This design comes from an exercise in tuning for small area, a short achievable clock period and few clock cycles on the open sky130 flow, not from production work.
Where RTL was checked, it was by simulation tests only, not by an equivalence proof against the original.
Function not checked in runs 2 and 3: the RTL went through the layout flow alone.

==> flow/design.v, too long to show whole: its modules and the start of the top module <==
// module mult: 140 lines
// module mult_sig: 1575 lines
// module fa1: 4 lines
// module fp_pow_int: 114 lines
module fp_pow_int #(
    parameter int unsigned NBITS = 8
) (
    input  logic             CLK,
    input  logic             RST,
    input  logic             start,
    input  logic [31:0]      X,
    input  logic [NBITS-1:0] N,
    output logic             busy,
    output logic             done,
    output logic [31:0]      result,
    output logic             overflow,
    output logic             underflow
);
  // ...
==> flow/flow/run.sh <==
#!/bin/bash
# The standard layout, with timing repair (after clock tree synthesis and after
# global routing) aiming at a setup slack of SETUP_SLACK_MARGIN ns instead of 0.
# The clock period and constraints are the standard flow's, unchanged.
set -euo pipefail
bash standard.sh SETUP_SLACK_MARGIN=6 finish > layout.log 2>&1
==> flow/standard.sh <==
#!/bin/bash
# synth_recipe.tcl (not shown) runs the flow's synth.tcl, then flattens the netlist and writes it again
# the make line also repeats each setting of config.mk as NAME=value (left out here)
make -C /OpenROAD-flow-scripts/flow DESIGN_CONFIG=/design/flow/config.mk WORK_HOME=/design/flow/orfs CLKGATE_MAP_FILE= SYNTH_SCRIPT=/design/flow/synth_recipe.tcl "${@:-finish}"
==> flow/config.mk <==
export PLATFORM = sky130hd
export DESIGN_NAME = fp_pow_int
export DESIGN_NICKNAME = fp_pow_int
export VERILOG_FILES = /design/flow/design.v
export SDC_FILE = /design/flow/constraint.sdc
export NUM_CORES = 4
export LEC_CHECK = 0
export ABC_AREA = 1
export CAP_MARGIN = 20
export CORE_MARGIN = 2
export CORE_UTILIZATION = 40
export SLEW_MARGIN = 20
export SYNTH_HIERARCHICAL = 1
==> flow/constraint.sdc <==
create_clock -name core_clock -period 14.0 [get_ports {CLK}]
set_input_delay 2.8000 -clock core_clock [delete_from_list [all_inputs] [get_ports {CLK}]]
set_output_delay 2.8000 -clock core_clock [all_outputs]
set_load 0.01 [all_outputs]
==> flow_summary.yaml, run 1 <==
worst_hold_path:
  hp-start: "overflow$_DFFE_PN0P_"
  hold_end: "overflow$_DFFE_PN0P_"
  hold_path_depth: 2
critical_path:
  path_class: "reg -> reg"
  endpoint: "base[18]$_DFFE_PP_"
  crit_path_end_kind: "flop"
  reg2reg_slack_ns: 6.36
  critPathMaxStageDelay_ns: 0.57
  reg2reg_depth: 29
layout:
  clock_tree_area_fraction_pct: 1.14
  dominant_cells: "multi-input combinational cells"
  multi_input_area_sq_um: 20000
synthesis:
  synth_cell_types: 53
  synth-edff-count: 40
  synth_area_sq_um: 25300
  synth_flop_cell: "edfxtp_1"
  synth_seq_cells: 109
run:
  max_cap_viol_count: 0
placement:
  portBuffers: 78
cts:
  cts_sinks: 109
  cts-buffers-inserted: 9
  cts_resized: 24
  post_cts_buffers: 9
sta:
  rsz0062_at_grt: "false"
status:
  status: "complete, no violations"
routing:
  drt-initial-drc-count: 1728
  route.detailed.drc: 0
grt:
  grt_pass1_vias: 22700
Testbench counts, summed over its fixed seeds: cycles 99,639.
==> module fp_pow_int, before the edit <==
module fp_pow_int #(
    parameter int unsigned NBITS = 8
) (
    input  logic             CLK,
    input  logic             RST,
    input  logic             start,
    input  logic [31:0]      X,
    input  logic [NBITS-1:0] N,
    output logic             busy,
    output logic             done,
    output logic [31:0]      result,
    output logic             overflow,
    output logic             underflow
);
    logic [31:0]      acc, base, opa;
    logic [NBITS-1:0] e;
    logic             acc_one;
    logic             do_mul, to_mul;
    logic [31:0]      prod, x_canon, fold;
    logic             p_ovf, p_unf;
    logic             b_pzero, b_pinf, b_nan, b_fixed;
    logic             a_nan, a_inf, a_zero;
    logic [NBITS-1:0] e_sh;
    assign result = acc;
    always_comb begin
        if ((&X[30:23]) & (|X[22:0]))  x_canon = 32'h7FC0_0000;
        else if (~(|X[30:23]))         x_canon = {X[31], 31'd0};
        else                           x_canon = X;
    end
    mult u_mult (
        .a         (opa),
        .b         (base),
        .product   (prod),
        .overflow  (p_ovf),
        .underflow (p_unf)
    );
    assign b_pzero = (base == 32'h0000_0000);
    assign b_pinf  = (base == 32'h7F80_0000);
    assign b_nan   = (base == 32'h7FC0_0000);
    assign b_fixed = b_pzero | b_pinf | b_nan;
    assign a_nan   = (&acc[30:23]) & (|acc[22:0]);
    assign a_inf   = (&acc[30:23]) & ~(|acc[22:0]);
    assign a_zero  = ~(|acc[30:23]);
    always_comb begin
        if (b_nan || a_nan || (b_pinf && a_zero) || (b_pzero && a_inf)) fold = 32'h7FC0_0000;
        else if (b_pinf)                                                 fold = {acc[31], 8'hFF, 23'd0};
        else                                                             fold = {acc[31], 31'd0};
    end
    assign do_mul = e[0] & ~acc_one;
    assign e_sh   = e >> 1;
    assign to_mul = e_sh[0] & ~acc_one;
    always_ff @(posedge CLK or negedge RST) begin
        if (!RST) begin
            acc       <= fp_pkg::FP_ZERO;
            busy      <= 1'b0;
            done      <= 1'b0;
            overflow  <= 1'b0;
            underflow <= 1'b0;
        end else begin
            done <= 1'b0;
            if (!busy && !done) begin
                if (start) begin
                    acc       <= N[0] ? x_canon : fp_pkg::FP_ONE;
                    overflow  <= 1'b0;
                    underflow <= 1'b0;
                    if ((N >> 1) == '0) done <= 1'b1;
                    else                 busy <= 1'b1;
                end
            end else if (busy) begin
                if (b_fixed) begin
                    acc  <= acc_one ? base : fold;
                    busy <= 1'b0;
                    done <= 1'b1;
                end else begin
                    overflow  <= overflow | p_ovf;
                    underflow <= underflow | p_unf;
                    if (do_mul) begin
                        acc <= prod;
                        if (e_sh == '0) begin
                            busy <= 1'b0;
                            done <= 1'b1;
                        end
                    end else if (acc_one && e_sh[0]) begin
                        acc <= prod;
                        if ((e_sh >> 1) == '0) begin
                            busy <= 1'b0;
                            done <= 1'b1;
                        end
                    end
                end
            end
        end
    end
    always_ff @(posedge CLK) begin
        if (!busy) begin
            base    <= x_canon;
            opa     <= x_canon;
            e       <= {N[NBITS-1:1], 1'b0};
            acc_one <= ~N[0];
        end else if (do_mul) begin
            opa  <= base;
            e[0] <= 1'b0;
        end else begin
            base <= prod;
            opa  <= to_mul ? acc : prod;
            if (acc_one && e_sh[0]) begin
                e       <= {e_sh[NBITS-1:1], 1'b0};
                acc_one <= 1'b0;
            end else begin
                e <= e_sh;
            end
        end
    end
endmodule
==> run 2: changes to the inputs <==
--- a/flow/design.v
+++ b/flow/design.v
@@ -1736,5 +1736,5 @@
     output logic             underflow
 );
-    logic [31:0]      acc, base, opa;
+    logic [31:0]      acc, base, opa, opb;
     logic [NBITS-1:0] e;
     logic             acc_one;
@@ -1753,5 +1753,5 @@
     mult u_mult (
         .a         (opa),
-        .b         (base),
+        .b         (opb),
         .product   (prod),
         .overflow  (p_ovf),
@@ -1819,11 +1819,15 @@
             base    <= x_canon;
             opa     <= x_canon;
+            opb     <= x_canon;
             e       <= {N[NBITS-1:1], 1'b0};
             acc_one <= ~N[0];
         end else if (do_mul) begin
+            base <= opb;
             opa  <= base;
+            opb  <= base;
             e[0] <= 1'b0;
         end else begin
             base <= prod;
+            opb  <= prod;
             opa  <= to_mul ? acc : prod;
             if (acc_one && e_sh[0]) begin
==> run 2 against run 1 <==
Still clean on timing, DRC and antenna. Final area grew 4.1%. Final cell count grew 4.8%. Non-clock buffer count shrank 10. Critical endpoint is now opa[2]$_DFF_P_.
==> flow_summary.yaml, run 2 <==
status:
  status: "complete, no violations"
grt:
  grt_pass1_vias: 23400
  grt_max_degree: 53
  grt_pass1_wl_um: 133000
  overflow: 0
  antenna_found_initial: 1
  grtUsageTotal_pct: 25.8
floorplan:
  num_rows: 93
  die_h_um: 260
  pin_count: 79
  die_w_um: 260
  dieArea_sq_um: 67600
  core_sq_um: 64600
  initial_utilization_pct: 40.6
synthesis:
  yosysSeqAreaShare_pct: 11.8
  synth_xor_area_share_pct: 1.30
  synth_common_cells: "nand2_1 (1136), fa_1 (509), inv_1 (369), nor2_1 (212), nand3_1 (153)"
  synth-edff-count: 8
  avgSynthCellArea_sq_um: 8.04
  ys_warn_count: 8
  synth_most_common_cell: "nand2_1"
  async_flop_share_pct: 25.5
  synth_seq_cells: 141
  netlist.area_leader.share_pct: 38.9
  yosys.area_share.simple_pct: 24.9
  synth.area.top_cells: "fa_1 (39%), nand2_1 (16%), dfxtp_1 (7.4%)"
  yosys.area.top_type: "fa_1"
  synth_flop_cell: "dfxtp_1"
  synthMuxAreaShare_pct: 0.305
  synth_top_family_by_area: "adder cells"
  syn_inst: 3259
  synth_cell_types: 56
  synthAdderAreaFrac_pct: 43.5
  synth_area_sq_um: 26200
  synth_compound_area_share_pct: 7.14
critical_path:
  arrival_ns: 8.04
  crit_path_end_kind: "flop"
  crit_fanout: 22
  cp_slowest_cell: "fa_1"
  cpMostUsedCell: "fa_1"
  start_kind: "flop"
  critPathMaxStageDelay_ns: 0.57
  required_ns: 14.31
  path_class: "reg -> reg"
cts:
  cts_tree: "built"
  cts_sinks: 141
  cts.htree.levels: 4
  cts-buffers-inserted: 17
  cts_hold_buf: 0
  root_buffer: "clkbuf_16"
  clk_latency_ns: 0.43
  cts_buffer_depth: 2
  clkTransAtPathRegs_ns: 0.06
routing:
  drtPass1Iterations: 6
  route.detailed.drc: 0
  postRouteAntennaNets: 0
  wl_um: 85600
  post_drt_wl_per_cell_um: 20.6
  via_count: 22400
  viasPerCell: 5.38
  drt-initial-drc-count: 1847
sta:
  fin_crit_ns: 7.73
  hold_viol: 0
  setup_tns_ns: 0
  rsz0062_at_grt: "false"
  finalClockSkew_ns: 0.0155
  max_freq_ghz: 0.129
  tightest_slew_ns: 1.07
  setup_viol: 0
  hold_slack_ns: 0.423
  slew_headroom_pct: 28.4
  final-max-slew-violation-count: 0
  period_share_pct: 55.2
placement:
  portBuffers: 78
  dpl_cell_area_sq_um: 27200
  dp_hpwl_um: 60600
  routabilityCongestion: 0.906
layout:
  nNetsFinal: 3940
  areaGrowthSynthToFinish_pct: 7.29
  ff_latch_area_sq_um: 3110
  layout_commonest_cell: "nand2_1"
  final_cell_area_sq_um: 28100
  postLayoutCoreUtil_pct: 43.5
  multi_input_area_sq_um: 20500
  layout_common_cells: "nand2_1 (1134), fa_1 (509), inv_1 (369)"
  antenna-diode-count: 0
  drive_gt1_share_pct: 5.57
  fillers: 6519
run:
  max_cap_viol_count: 0
worst_hold_path:
  hp-class: "reg -> reg"
## run 2: worst paths after layout
path                            cells past startpoint                   to  slack, ns            start
min in group asynchronous                           1  acc[24]$_DFFE_PN0P_       2.57              RST
max in group asynchronous                           1   acc[1]$_DFFE_PN0P_      10.76              RST
worst min register to register                      1      e[0]$_SDFF_PP0_       0.42  e[0]$_SDFF_PP0_
worst max-delay path                               29       opa[2]$_DFF_P_       6.27  opb[15]$_DFF_P_
worst max register to register                     29       opa[2]$_DFF_P_       6.27  opb[15]$_DFF_P_
worst min-delay path                                1      e[0]$_SDFF_PP0_       0.42  e[0]$_SDFF_PP0_
## run 2: stage by stage
step                cells  setup WS (ns)
floorplan            3294           7.21
global placement     4112           5.39
detailed placement   4113           5.23
CTS                  4149           6.00
global route         4159           5.97
finish               4159           6.27
## run 2: timing repair
item / in CTS / in global routing
setup buffers: 3 / 9
endpoints found under the setup margin: 125 / 125
pin swaps: 3 / 6
gates resized for setup: 20 / 50
gates cloned: 1 / 1
## run 2: cell families after synthesis
logic type      Yosys count
simple gates           1607
other cells               3
mux                       8
flops                   141
buf+inv                 556
compound gates          300
xor+xnor                 38
fa+ha+maj               606
## run 2: per-layer routing
metal / GRT usage, % / vias to the layer above / routed length (um)
met3: 4.55 / 146 / 6590
met5: 0 / - / 18
met2: 43.4 / 947 / 41200
li1: - / 10100 / -
met4: 9.08 / 2 / 2880
met1: 33.3 / 11100 / 34900
## run 2: cell type report
type                            instances  share of cell area [%]
Multi-Input combinational cell       2599                    72.7
Sequential cell                       141                    11.1
Inverter                              393                    5.28
Timing Repair Buffer                  139                    5.00
Tap cell                              855                    3.80
Clock buffer                           25                    1.83
Clock inverter                          7                   0.280
## run 2: critical path: cells and delay by family (launching register included)
kind                     cells  cell delay (ns)
flip-flops                   1             0.48
adder cells (fa/ha/maj)      9             4.22
buffers and inverters        4             0.40
AO/OA/AOI/OAI                1             0.35
AND/OR/NAND/NOR             15             2.12
## run 2: Yosys stat by module, one instance, submodules excluded
module,times used,cell area (sq um)
fa1,506,20.0
mult,1,5930
mult_sig,1,3620
fp_pow_int,1,6530
==> run 3: changes to the inputs <==
--- a/flow/flow/run.sh
+++ b/flow/flow/run.sh
@@ -4,3 +4,3 @@
 # The clock period and constraints are the standard flow's, unchanged.
 set -euo pipefail
-bash standard.sh SETUP_SLACK_MARGIN=6 finish > layout.log 2>&1
+bash standard.sh SETUP_SLACK_MARGIN=6.5 finish > layout.log 2>&1
==> run 3 against run 2 <==
Maximum frequency increased by 4.9%. Sequential share of layout area decreased by 0.28 points. Still clean. Synthesized cell count unchanged. Utilization increased by 2.4 points. Largest cell class unchanged. Via count increased by 3.5%. Sequential cell count unchanged. Die area unchanged. Global-route usage increased by 0.35 points. Final area increased by 5.5%. Setup slack improved by 0.36 ns.
==> flow_summary.yaml, run 3 <==
routing:
  postRouteAntennaNets: 0
  wl_um: 92100
  drt-initial-drc-count: 2140
  viasPerCell: 5.47
  via_count: 23100
  post_drt_wl_per_cell_um: 21.8
  drtPass1Iterations: 6
  route.detailed.drc: 0
synthesis:
  async_flop_share_pct: 25.5
  yosys.area_share.simple_pct: 24.9
  synth_compound_area_share_pct: 7.14
  syn_inst: 3259
  synthMuxAreaShare_pct: 0.305
  netlist.area_leader.share_pct: 38.9
  avgSynthCellArea_sq_um: 8.04
  synth_most_common_cell: "nand2_1"
  synth_common_cells: "nand2_1 (1136), fa_1 (509), inv_1 (369), nor2_1 (212), nand3_1 (153)"
  synthAdderAreaFrac_pct: 43.5
  synth_top_family_by_area: "adder cells"
  synth.area.top_cells: "fa_1 (39%), nand2_1 (16%), dfxtp_1 (7.4%)"
  yosys.area.top_type: "fa_1"
  yosysSeqAreaShare_pct: 11.8
  synth_area_sq_um: 26200
  ys_warn_count: 8
  synth_seq_cells: 141
  synth_cell_types: 56
  synth_xor_area_share_pct: 1.30
  synth-edff-count: 8
  synth_flop_cell: "dfxtp_1"
floorplan:
  dieArea_sq_um: 67600
  die_w_um: 260
  num_rows: 93
  initial_utilization_pct: 40.6
  pin_count: 79
  die_h_um: 260
  core_sq_um: 64600
critical_path:
  start_kind: "flop"
  crit_path_end_kind: "flop"
  crit_fanout: 10
  required_ns: 14.25
  path_class: "reg -> reg"
  arrival_ns: 7.63
sta:
  finalClockSkew_ns: 0.0149
  slew_headroom_pct: 28.8
  max_freq_ghz: 0.136
  rsz0062_at_grt: "true"
  final-max-slew-violation-count: 0
  fin_crit_ns: 7.38
  tightest_slew_ns: 1.07
  period_share_pct: 52.7
  setup_viol: 0
  setup_tns_ns: 0
  hold_viol: 0
run:
  max_cap_viol_count: 0
cts:
  root_buffer: "clkbuf_16"
  cts_hold_buf: 0
  cts_sinks: 141
  cts_tree: "built"
  clkTransAtPathRegs_ns: 0.07
  clk_latency_ns: 0.43
  cts_buffer_depth: 2
  cts-buffers-inserted: 17
  cts.htree.levels: 4
grt:
  grt_pass1_wl_um: 135000
  overflow: 0
  grtUsageTotal_pct: 26.1
  grt_pass1_vias: 23600
  antenna_found_initial: 1
  grt_max_degree: 53
layout:
  layout_common_cells: "nand2_1 (1125), fa_1 (491), inv_1 (365)"
  nNetsFinal: 4008
  layout_commonest_cell: "nand2_1"
  postLayoutCoreUtil_pct: 45.9
  fin_cells: 4228
  final_cell_area_sq_um: 29700
  areaGrowthSynthToFinish_pct: 13.2
  drive_gt1_share_pct: 9.79
placement:
  dpl_cell_area_sq_um: 27200
  dp.cells: 4113
  dp_hpwl_um: 60600
  routabilityCongestion: 0.906
  portBuffers: 78
status:
  status: "complete, no violations"
worst_hold_path:
  hp-class: "reg -> reg"
-- run 3: cell types whose count changed in the layout (fill, tap and decap cells not counted), sizes merged --
cell	before	now
buf	62	107
bufbuf	0	2
clkbuf	25	44
clkinvlp	3	4
diode	0	1
inv	392	391
nand2	1148	1149
nand3	159	160
-- run 3: path summary, 6_finish.rpt --
check / start / end / slack, ns / cells past startpoint
min in group asynchronous: RST / acc[24]$_DFFE_PN0P_ / 2.55 / 1
worst max-delay path: opb[16]$_DFF_P_ / opb[17]$_DFF_P_ / 6.62 / 25
worst max register to register: opb[16]$_DFF_P_ / opb[17]$_DFF_P_ / 6.62 / 25
max in group asynchronous: RST / acc[6]$_DFFE_PN0P_ / 10.80 / 1
worst min register to register: e[0]$_SDFF_PP0_ / e[0]$_SDFF_PP0_ / 0.42 / 1
worst min-delay path: e[0]$_SDFF_PP0_ / e[0]$_SDFF_PP0_ / 0.42 / 1
-- run 3: cell type report --
cell class / count / area, sq um
Tap cell: 855 / 1070
Sequential cell: 141 / 3200
Multi-Input combinational cell: 2601 / 20800
Timing Repair Buffer: 205 / 2530
Clock buffer: 25 / 515
Clock inverter: 7 / 78.8
Antenna cell: 1 / 2.50
Inverter: 393 / 1490
Fill cell: 6344 / 34900
-- run 3: metrics by stage --
stage	hold WS (ns)	setup WS, ns
finish	0.424	6.62
global placement	0.410	5.39
global route	0.449	6.46
detailed placement	0.415	5.23
CTS	0.423	6.52
floorplan	0.398	7.21
-- run 3: cell families after synthesis --
kind of cell               Yosys count
and+or+nand+nor                   1607
adders and majority gates          606
buffers and inverters              556
AOI/OAI and AO/OA                  300
DFF                                141
xor gates and xnor gates            38
muxes                                8
other                                3
-- run 3: per-module statistics from Yosys, one instance, submodules excluded --
module / cell area, sq um / times used / flip-flops and latches
mult: 5930 / 1 / 0
fp_pow_int: 6530 / 1 / 141
mult_sig: 3620 / 1 / 0
fa1: 20.0 / 506 / 0
-- run 3: what timing repair did --
item / CTS / global route
endpoints found under the setup margin: 126 / 126
pin swaps: 7 / 37
setup buffers: 11 / 46
resized for setup: 84 / 155
gates cloned: 4 / 21
-- run 3: metal layers --
| metal | wire, um | track usage (%) | share of wire [%] | up-vias |
|---|---|---|---|---|
| li1 | - | - | - | 10300 |
| met1 | 37000 | 34.2 | 40 | 11500 |
| met2 | 43600 | 44.2 | 47 | 1101 |
| met3 | 8020 | 3.94 | 8.7 | 199 |
| met4 | 3390 | 8.54 | 3.7 | 2 |
| met5 | 31 | 0 | 0.034 | - |
-- run 3: critical path, stage by stage (launching register included) --
cell	delay, ns
dfxtp_4	0.41
buf_12	0.17
nand2_1	0.08
fa_1	0.53
fa_1	0.53
fa_1	0.58
fa_2	0.47
fa_1	0.41
fa_1	0.48
fa_1	0.57
inv_1	0.05
ha_1	0.29
inv_1	0.05
ha_2	0.36
nand2_1	0.12
nor2_4	0.17
nand2_4	0.10
nor4_4	0.26
nand4_1	0.28
inv_2	0.14
nand3_4	0.14
nand2_8	0.15
nand3_4	0.16
o21ai_4	0.24
nand2_1	0.10
o211ai_1	0.36

-- port drivers added, routing unchanged --
Ports are ideal in the flow. The routed layouts listed here were re-timed in OpenROAD.
Step 1 sets driving cells, clkbuf_16 on the clock port and buf_2 on the other inputs (assumed; they add their load-dependent delay and slew).
Step 2, shift: input delay + t, output delay - t, t = (earliest + latest rising clock arrival at the registers) / 2. This alone moves slack from input paths to output paths.
a / b / c = ideal / step 1 / step 2; a / b = the first two.
| run | shift t [ns] | slack for setup (ns) | worst register clock-pin slew, ns | worst data-port slew with drivers (ns) |
|---|---|---|---|---|
| run 1 | 0.397 | 6.355 / 6.355 / 6.355 | 0.08 / 0.08 | 0.05 |
| run 2 | 0.468 | 6.266 / 6.266 / 6.266 | 0.07 / 0.07 | 0.05 |
| run 3 | 0.471 | 6.625 / 6.625 / 6.625 | 0.07 / 0.07 | 0.05 |
After both steps every run listed still meets setup and hold.
